Source: an optimization exercise on an open RTL-to-GDS flow (aim: small area and a short achievable clock period). Production flows keep margins and buffers that such runs may drop.
The RTL of this run was laid out without a check of its function.
Power is estimated from default activity; no workload was simulated.

[flow/config.mk]
export PLATFORM = sky130hd
export DESIGN_NAME = ex_stage_top
export DESIGN_NICKNAME = ex_stage_top
export VERILOG_FILES = /design/flow/design.v
export SDC_FILE = /design/flow/constraint.sdc
export NUM_CORES = 4
export LEC_CHECK = 0
export CAP_MARGIN = 20
export CORE_MARGIN = 2
export CORE_UTILIZATION = 40
export SETUP_SLACK_MARGIN = 3.5
export SLEW_MARGIN = 20
[flow/constraint.sdc]
create_clock -name core_clock -period 8.0 [get_ports {clk_i}]
set_input_delay 1.6000 -clock core_clock [delete_from_list [all_inputs] [get_ports {clk_i}]]
set_output_delay 1.6000 -clock core_clock [all_outputs]
set_load 0.01 [all_outputs]
[flow/design.v]
`default_nettype none
package rv_isa_pkg;
    localparam int unsigned XLEN       = 64;
    localparam int unsigned INST_W     = 32;
    localparam int unsigned REG_ADDR_W = 5;
    typedef logic [XLEN-1:0]       xlen_t;
    typedef logic [INST_W-1:0]     inst_t;
    typedef logic [REG_ADDR_W-1:0] reg_addr_t;
    typedef enum logic [6:0] {
        LOAD      = 7'b0000011,
        OP_IMM    = 7'b0010011,
        OP_IMM_32 = 7'b0011011,
        STORE     = 7'b0100011,
        OP        = 7'b0110011,
        OP_32     = 7'b0111011,
        BRANCH    = 7'b1100011
    } opcode_e;
    typedef enum logic [2:0] {
        ADD_SUB = 3'b000,
        SLL     = 3'b001,
        SLT     = 3'b010,
        SLTU    = 3'b011,
        XOR     = 3'b100,
        SR      = 3'b101,    
        OR      = 3'b110,
        AND     = 3'b111
    } alu_funct3_e;
    typedef enum logic [2:0] {
        BEQ  = 3'b000,
        BNE  = 3'b001,
        BLT  = 3'b100,
        BGE  = 3'b101,
        BLTU = 3'b110,
        BGEU = 3'b111
    } branch_funct3_e;
    typedef enum logic [2:0] {
        BYTE   = 3'b000,
        HALF   = 3'b001,
        WORD   = 3'b010,
        DOUBLE = 3'b011,
        BYTE_U = 3'b100,
        HALF_U = 3'b101,
        WORD_U = 3'b110
    } mem_size_e;
    localparam logic [6:0] FUNCT7_BASE = 7'b0000000;
    localparam logic [6:0] FUNCT7_ALT  = 7'b0100000;   
endpackage
`default_nettype wire
`default_nettype none
package ex_stage_pkg;
    localparam int unsigned MEM_CREDITS = 2;
    localparam int unsigned CREDIT_W    = $clog2(MEM_CREDITS + 1);
    typedef logic [CREDIT_W-1:0] credit_cnt_t;
    typedef struct packed {
        logic [31:0] inst;
        logic [63:0] pc;
        logic [63:0] op1;
        logic [63:0] op2;      
        logic [4:0]            rd;
        logic      rd_we;
    } ex_req_t;
    typedef struct packed {
        logic      valid;
        logic [4:0]            rd;
        logic [63:0] data;
    } wb_t;
    typedef struct packed {
        logic  valid;
        logic [63:0] target;
    } redirect_t;
    typedef struct packed {
        logic      valid;
        logic      we;
        logic [2:0]            size;
        logic [63:0] addr;
        logic [63:0] wdata;
        logic [4:0]            rd;       
    } mem_req_t;
endpackage
`default_nettype wire
`timescale 1ns/1ps
`default_nettype none
module ex_stage_top (
    input  logic        clk_i,
    input  logic        rst_n_i,
    input  logic        valid_i,
    input  logic [31:0] inst_i,
    input  logic [63:0] pc_i,
    input  logic [63:0] op1_i,
    input  logic [63:0] op2_i,
    input  logic [4:0]  rd_i,
    input  logic        rd_we_i,
    output logic        ready_o,
    output logic        wb_valid_o,
    output logic [4:0]  wb_rd_o,
    output logic [63:0] wb_data_o,
    output logic        redirect_valid_o,
    output logic [63:0] redirect_target_o,
    output logic        mem_valid_o,
    output logic        mem_we_o,
    output logic [2:0]  mem_size_o,
    output logic [63:0] mem_addr_o,
    output logic [63:0] mem_wdata_o,
    output logic [4:0]  mem_rd_o,
    input  logic        mem_credit_i
);
    logic [6:0]  opcode;
    logic [2:0]  f3;
    logic [6:0]  f7;
    assign opcode = inst_i[6:0];
    assign f3     = inst_i[14:12];
    assign f7     = inst_i[31:25];
    logic is_op, is_op32, is_imm, is_imm32, is_alu, is_w, is_immf;
    logic is_branch, is_load, is_store, is_mem;
    assign is_op     = (opcode == 7'b0110011);
    assign is_op32   = (opcode == 7'b0111011);
    assign is_imm    = (opcode == 7'b0010011);
    assign is_imm32  = (opcode == 7'b0011011);
    assign is_alu    = is_op || is_op32 || is_imm || is_imm32;
    assign is_w      = is_op32 || is_imm32;
    assign is_immf   = is_imm || is_imm32;
    assign is_branch = (opcode == 7'b1100011);
    assign is_load   = (opcode == 7'b0000011) && (f3 != 3'b111);
    assign is_store  = (opcode == 7'b0100011) && !f3[2];
    assign is_mem    = is_load || is_store;
    logic f7_base, f7_alt;
    assign f7_base = (f7[6:1] == 6'b000000) && (is_imm || !f7[0]);
    assign f7_alt  = (f7[6:1] == 6'b010000) && (is_imm || !f7[0]);
    logic legal;
    always_comb begin
        case (f3)
            3'b000:  legal = is_immf || f7_base || f7_alt;
            3'b001:  legal = f7_base;
            3'b101:  legal = f7_base || f7_alt;
            default: legal = !is_w && (is_immf || f7_base);
        endcase
    end
    logic c1_q, c2_q;
    logic issue;
    assign ready_o = !is_mem || c1_q;
    assign issue   = valid_i && is_mem && c1_q;
    always_ff @(posedge clk_i) begin
        if (!rst_n_i) begin
            c1_q <= 1'b1;
            c2_q <= 1'b1;
        end else if (issue && !mem_credit_i) begin
            c1_q <= c2_q;
            c2_q <= 1'b0;
        end else if (!issue && mem_credit_i) begin
            c1_q <= 1'b1;
            c2_q <= c1_q;
        end
    end
    logic        sub;
    logic [63:0] imm_s, b_sel, b_inv;
    logic [64:0] sum;
    assign sub   = is_branch || (!is_mem && (f3[2:1] == 2'b01 || (f3 == 3'b000 && !is_immf && f7[5])));
    assign imm_s = {{52{inst_i[31]}}, inst_i[31:25], inst_i[11:7]};
    assign b_sel = is_store ? imm_s : op2_i;
    assign b_inv = b_sel ^ {64{sub}};
    assign sum   = {1'b0, op1_i} + {1'b0, b_inv} + {64'd0, sub};
    logic lt_u, lt_s, eq, lt;
    logic [63:0] x_xor;
    assign x_xor = op1_i ^ op2_i;
    assign lt_u  = !sum[64];
    assign lt_s  = (op1_i[63] ^ op2_i[63]) ? op1_i[63] : lt_u;
    assign eq    = (x_xor == 64'd0);
    logic [5:0]  shamt;
    logic        left, arith, fill;
    logic [63:0] sh_in, sh_rev, sh_out, sh_out_rev;
    assign shamt = is_immf ? inst_i[25:20] : op2_i[5:0];
    assign left  = !f3[2];
    assign arith = f7[5];
    assign fill  = arith && (is_w ? op1_i[31] : op1_i[63]);
    always_comb begin
        for (int i = 0; i < 64; i++) sh_rev[i] = op1_i[63-i];
    end
    always_comb begin
        if (left)      sh_in = sh_rev;
        else if (is_w) sh_in = {{32{fill}}, op1_i[31:0]};
        else           sh_in = op1_i;
    end
    logic [127:0] sh_wide;
    assign sh_wide = {{64{fill && !left}}, sh_in} >> {!is_w && shamt[5], shamt[4:0]};
    assign sh_out  = sh_wide[63:0];
    always_comb begin
        for (int i = 0; i < 64; i++) sh_out_rev[i] = sh_out[63-i];
    end
    logic [63:0] alu_res, res;
    always_comb begin
        case (f3)
            3'b000:  alu_res = sum[63:0];
            3'b001:  alu_res = sh_out_rev;
            3'b010,
            3'b011:  alu_res = {63'd0, f3[0] ? lt_u : lt_s};
            3'b100:  alu_res = x_xor;
            3'b101:  alu_res = sh_out;
            3'b110:  alu_res = op1_i | op2_i;
            default: alu_res = op1_i & op2_i;
        endcase
        if (is_mem)     res = sum[63:0];
        else if (is_w)  res = {{32{alu_res[31]}}, alu_res[31:0]};
        else            res = alu_res;
    end
    logic taken;
    logic [63:0] imm_b, target;
    always_comb begin
        case (f3[2:1])
            2'b00:   taken = eq ^ f3[0];
            2'b10:   taken = lt_s ^ f3[0];
            2'b11:   taken = lt_u ^ f3[0];
            default: taken = 1'b0;
        endcase
    end
    assign imm_b  = {{52{inst_i[31]}}, inst_i[7], inst_i[30:25], inst_i[11:8], 1'b0};
    assign target = pc_i + imm_b;
    logic [63:0] r_q, w_q;
    logic [4:0]  rd_q;
    logic [2:0]  size_q;
    logic        we_q;
    logic        wb_v_q, br_v_q, mem_v_q;
    always_ff @(posedge clk_i) begin
        if (!rst_n_i) begin
            wb_v_q  <= 1'b0;
            br_v_q  <= 1'b0;
            mem_v_q <= 1'b0;
        end else begin
            wb_v_q  <= valid_i && is_alu && legal && rd_we_i;
            br_v_q  <= valid_i && is_branch && taken;
            mem_v_q <= issue;
        end
        r_q    <= res;
        w_q    <= is_branch ? target : op2_i;
        rd_q   <= rd_i;
        size_q <= f3;
        we_q   <= opcode[5];
    end
    assign wb_valid_o        = wb_v_q;
    assign wb_rd_o           = rd_q;
    assign wb_data_o         = r_q;
    assign redirect_valid_o  = br_v_q;
    assign redirect_target_o = w_q;
    assign mem_valid_o       = mem_v_q;
    assign mem_we_o          = we_q;
    assign mem_size_o        = size_q;
    assign mem_addr_o        = r_q;
    assign mem_rd_o          = rd_q;
    always_comb begin
        case (size_q[1:0])
            2'b00:   mem_wdata_o = {56'd0, w_q[7:0]};
            2'b01:   mem_wdata_o = {48'd0, w_q[15:0]};
            2'b10:   mem_wdata_o = {32'd0, w_q[31:0]};
            default: mem_wdata_o = w_q;
        endcase
    end
endmodule
`default_nettype wire
[flow/run.sh]
#!/bin/bash
# synth_recipe.tcl (not shown) runs the flow's synth.tcl, then flattens the netlist and writes it again
# the make line also repeats each setting of config.mk as NAME=value (left out here)
make -C /OpenROAD-flow-scripts/flow DESIGN_CONFIG=/design/flow/config.mk WORK_HOME=/design/flow/orfs CLKGATE_MAP_FILE= SYNTH_SCRIPT=/design/flow/synth_recipe.tcl finish
==> notes.md <==
cell type report:
type / count / share of cell area, %
diodes: 11 / 0.0753
clock buffers: 18 / 1.20
clock inverters: 14 / 0.486
inverters: 176 / 1.82
multi-input cells: 2698 / 61.7
flip-flops and latches: 142 / 7.78
well taps: 782 / 2.68
repair buffers: 888 / 24.3
per-layer routing:
layer,wire length (microns),track usage (%),up-vias,part of all wire [%]
met1,58400,58.3,15700,36
met3,21600,16.7,815,13
met4,16000,37.3,10,9.9
met2,65900,71.9,2885,41
li1,-,-,13500,-
met5,62,0,-,0.038
state kept, by name (all words and copies together) (netlist names):
| register | cells |
|---|---|
| br_v_q | 1 |
| c1_q | 1 |
| c2_q | 1 |
| mem_v_q | 1 |
| r_q | 64 |
| rd_q | 5 |
| size_q | 3 |
| w_q | 64 |
| wb_v_q | 1 |
| we_q | 1 |
worst reg2reg max path, cell delays in order (launching register included):
cell and delay (ns):
dfxtp_1 0.32, and3_1 0.15, ha_1 0.32, o311ai_0 0.44
repair_timing:
item | 4_1_cts | 5_1_grt
endpoints found under the setup margin | 100 | 80
hold buffers | 0 | 0
gates resized for setup | 556 | 232
buffers inserted | 142 | 88
cloned | 22 | 4
pin swaps | 140 | 126
worst max-delay path by stage:
stage               cells after the start        from                 to
finish                                 19   inst_i[6]    r_q[63]$_DFF_P_
global route                           23   inst_i[2]  br_v_q$_SDFF_PN0_
CTS                                    22   inst_i[2]  br_v_q$_SDFF_PN0_
detailed placement                     18   inst_i[4]    r_q[63]$_DFF_P_
global placement                       18   inst_i[4]    r_q[63]$_DFF_P_
floorplan                              20  inst_i[13]    r_q[63]$_DFF_P_
per-stage QoR:
step / hold slack, ns / setup WS [ns] / area [sq um]
6_report: 0.572 / 2.38 / 36500
4_1_cts: 0.567 / 2.59 / 34600
5_1_grt: 0.603 / 2.32 / 36500
3_3_place_gp: 0.462 / 0.796 / 29900
3_5_place_dp: 0.551 / 0.733 / 29900
2_1_floorplan: 0.445 / 2.70 / 24500
logic make-up (layout without fill, tap and decap cells):
family | after synthesis | in the layout
and+or+nand+nor | 811 | 813
xor gates and xnor gates | 174 | 174
muxes | 185 | 189
DFF | 142 | 142
adders and majority gates | 256 | 256
buffers and inverters | 487 | 1096
AOI/OAI and AO/OA | 1263 | 1266
other | 0 | 11
cells in the mapped netlist (all sizes together), types with 9 or more instances:
cell     instances  area, sq um
inv            175          657
nand2          281         1060
and3            51          319
o221ai          22          193
o2bb2ai          9         78.8
nand3           57          295
o211ai          55          413
xnor2          127         1110
mux2            30          342
nor4            27          169
ha             254         3180
o21bai          25          188
xor2            47          412
a211oi          73          558
or3             14         92.6
o22ai           32          200
a21oi          368         1840
a22o            11         96.3
nand4           45          288
a22oi           32          250
o21a            28          210
mux4            34          766
a21boi          10         75.1
a211o           16          140
and2            31          194
o31ai           18          135
buf            161         1050
mux2i          121         1210
o2111ai          9         78.8
a221oi          40          369
nor2b           30          188
dfxtp          142         2840
o21ai          285         1430
a2111oi          9         91.3
a31oi           45          288
nor2           202          761
clkbuf         150          564
nor3            27          146
nand2b          20          125
a21o            97          728
where the power goes:
group / total [uW] / switching [uW] / leakage, uW / internal, uW
Sequential: 835 / 52.8 / 0.00119 / 782
Clock: 907 / 427 / 0.000296 / 480
Combinational: 3520 / 2040 / 0.0138 / 1480
Total: 5260 / 2520 / 0.0153 / 2740
==> results.sh <==
export IMPL_avgSynthCellArea_sq_um=7.29
export IMPL_peakVddDrop_mv=0.193
export IMPL_synth_xor_area_share_pct=6.30
export IMPL_setup_tns_ns=0
export IMPL_syn_area_sq_um=24200
export IMPL_layoutNonFillerInstCount=4729
export IMPL_drt_iter0_drc=5099
export IMPL_r2r_setup_slack_ns=6.62
export IMPL_cpPeakStageDelay_ns=0.61
export IMPL_drc=0
export IMPL_min_period_ns=5.62
export IMPL_core_area_sq_um=60000
export IMPL_start_util_pct=40.3
export IMPL_p_per_area_nw_per_um2=144
export IMPL_cts_sinks=142
export IMPL_grt_pass1_wl_mm=221
export IMPL_vias=32900
export IMPL_fmaxAchievable_ghz=0.178
export IMPL_dp_hpwl_mm=120
export IMPL_globalRouteTotalUtil_pct=48.8
export IMPL_finalPower_uw=5260
export IMPL_grt_pass1_vias=30200
export IMPL_critPathKind="input pin to register"
export IMPL_setup_viol=0
export IMPL_hold_viol_final=0
export IMPL_gp_congestion=1.11
export IMPL_die_x_microns=250
export IMPL_r2r_cells=3
export IMPL_synthAdderAreaFrac_pct=13.3
export IMPL_cts_buffer_depth=2
export IMPL_period_share_pct=70.3
export IMPL_synth_edff_count=0
export IMPL_ys_ff_latch=142
export IMPL_placed_cells=4430
export IMPL_n_fill_cell=5019
export IMPL_grt_ovfl_total=0
export IMPL_worstPathArrival_ns=6.00
export IMPL_syn_inst=3318
export IMPL_timing_rr_end="c2_q$_SDFFE_PN1P_"
export IMPL_ys_seq_area_share_pct=11.8
export IMPL_final_layout_size_suffix_gt1_share_pct=25.5
export IMPL_holdPathEnd="c1_q$_SDFFE_PN1P_"
export IMPL_min_from="c1_q$_SDFFE_PN1P_"
export IMPL_drt_first_pass_iters=13
export IMPL_clock_skew_final_ns=0.00776
export IMPL_die_height_microns=250
export IMPL_hold_class="register to register"
export IMPL_syn_to_final_growth_pct=51.1
export IMPL_p_leak_uw=0.0153
export IMPL_multi_input_area_sq_um=22500
export IMPL_tightest_slew_ns=1.38
export IMPL_crit_slowest_cell="a2111o_2"
export IMPL_worst_setup_path_start_kind="input pin"
export IMPL_root_buffer="clkbuf_16"
export IMPL_path_buf_inv=5
export IMPL_synth_compound_area_share_pct=33.6
export IMPL_end_kind="register"
export IMPL_cts_htree_levels=4
export IMPL_synth_flop_cell="dfxtp_1"
export IMPL_rows=90
export IMPL_grt_max_degree=69
export IMPL_layout_common_cells="clkdlybuf4s50_1 (452), buf_4 (305), a21oi_1 (290)"
export IMPL_synth_simple_area_share_pct=16.0
export IMPL_worstPathMaxFanout=10
export IMPL_utilization_pct=60.9
export IMPL_final_common_cell="clkdlybuf4s50_1"
export IMPL_die_area_sq_um=62400
export IMPL_maxSlewViolCount=0
export IMPL_antenna_found_initial=17
export IMPL_synth_area_mux_share_pct=9.60
export IMPL_clk_pin_slew_ns=0.08
export IMPL_syn_num_nets=3808
export IMPL_ys_types=101
export IMPL_synth_top_family_by_area="compound AO/OA/AOI/OAI gates"
export IMPL_grt_setup_unrepaired="true"
export IMPL_critPathTopFamily="compound AO/OA/AOI/OAI gates"
export IMPL_ios=508
export IMPL_wl_per_cell_microns=34.2
export IMPL_port_buffers=502
export IMPL_yosys_warnings=1
export IMPL_r2r_start="c1_q$_SDFFE_PN1P_"
export IMPL_crit_required_ns=8.37
export IMPL_outcome="finished clean"
export IMPL_holdPathStages=2
export IMPL_nNetsFinal=4413
export IMPL_cts_buffers_inserted=17
export IMPL_clk_latency_ns=0.51
export IMPL_detail_route_antenna_nets=0
export IMPL_cts_tree="done"
export IMPL_slew_limit_headroom_pct=7.34
export IMPL_seq_area_sq_um=2840
export IMPL_viasPerCell=6.95
export IMPL_maxCapViolations=0
export IMPL_path_cells="buf_8, and4bb_2, buf_6, nand4_4, buf_4, buf_16, mux2i_1, xnor2_1, ha_2, nand2_1, o21ai_2, a31oi_1, buf_4, a2111o_2, a2111oi_4, o21ai_2, a21oi_2, nor3_1, or4b_4"
export IMPL_routed_wl_mm=162
export IMPL_synth_async_reset_ratio_pct=0

==> static timing again, ports no longer ideal <==
How much do the figures lean on ideal ports? The routed layout below was timed once more, with nothing changed but the port constraints.
Step 1 sets driving cells, clkbuf_16 on the clock port and buf_2 on the other inputs (assumed; they add their load-dependent delay and slew).
Step 2, shift: input delay + t, output delay - t, t = (earliest + latest rising clock arrival at the registers) / 2. This alone moves slack from input paths to output paths.
a / b / c = ideal ports / drivers / drivers and shift; a / b = the first two.
t, ns: 0.563
setup WS [ns]: 2.377 / 2.385 / 1.822
worst setup path after step 2: input to register
latest minus earliest clock arrival (ns): 0.024 / 0.024
worst data-port slew with drivers (ns): 0.10
After both steps this run still meets setup and hold. The setup slack of this run moves by +0.008 ns with the drivers and by -0.555 ns with both steps.
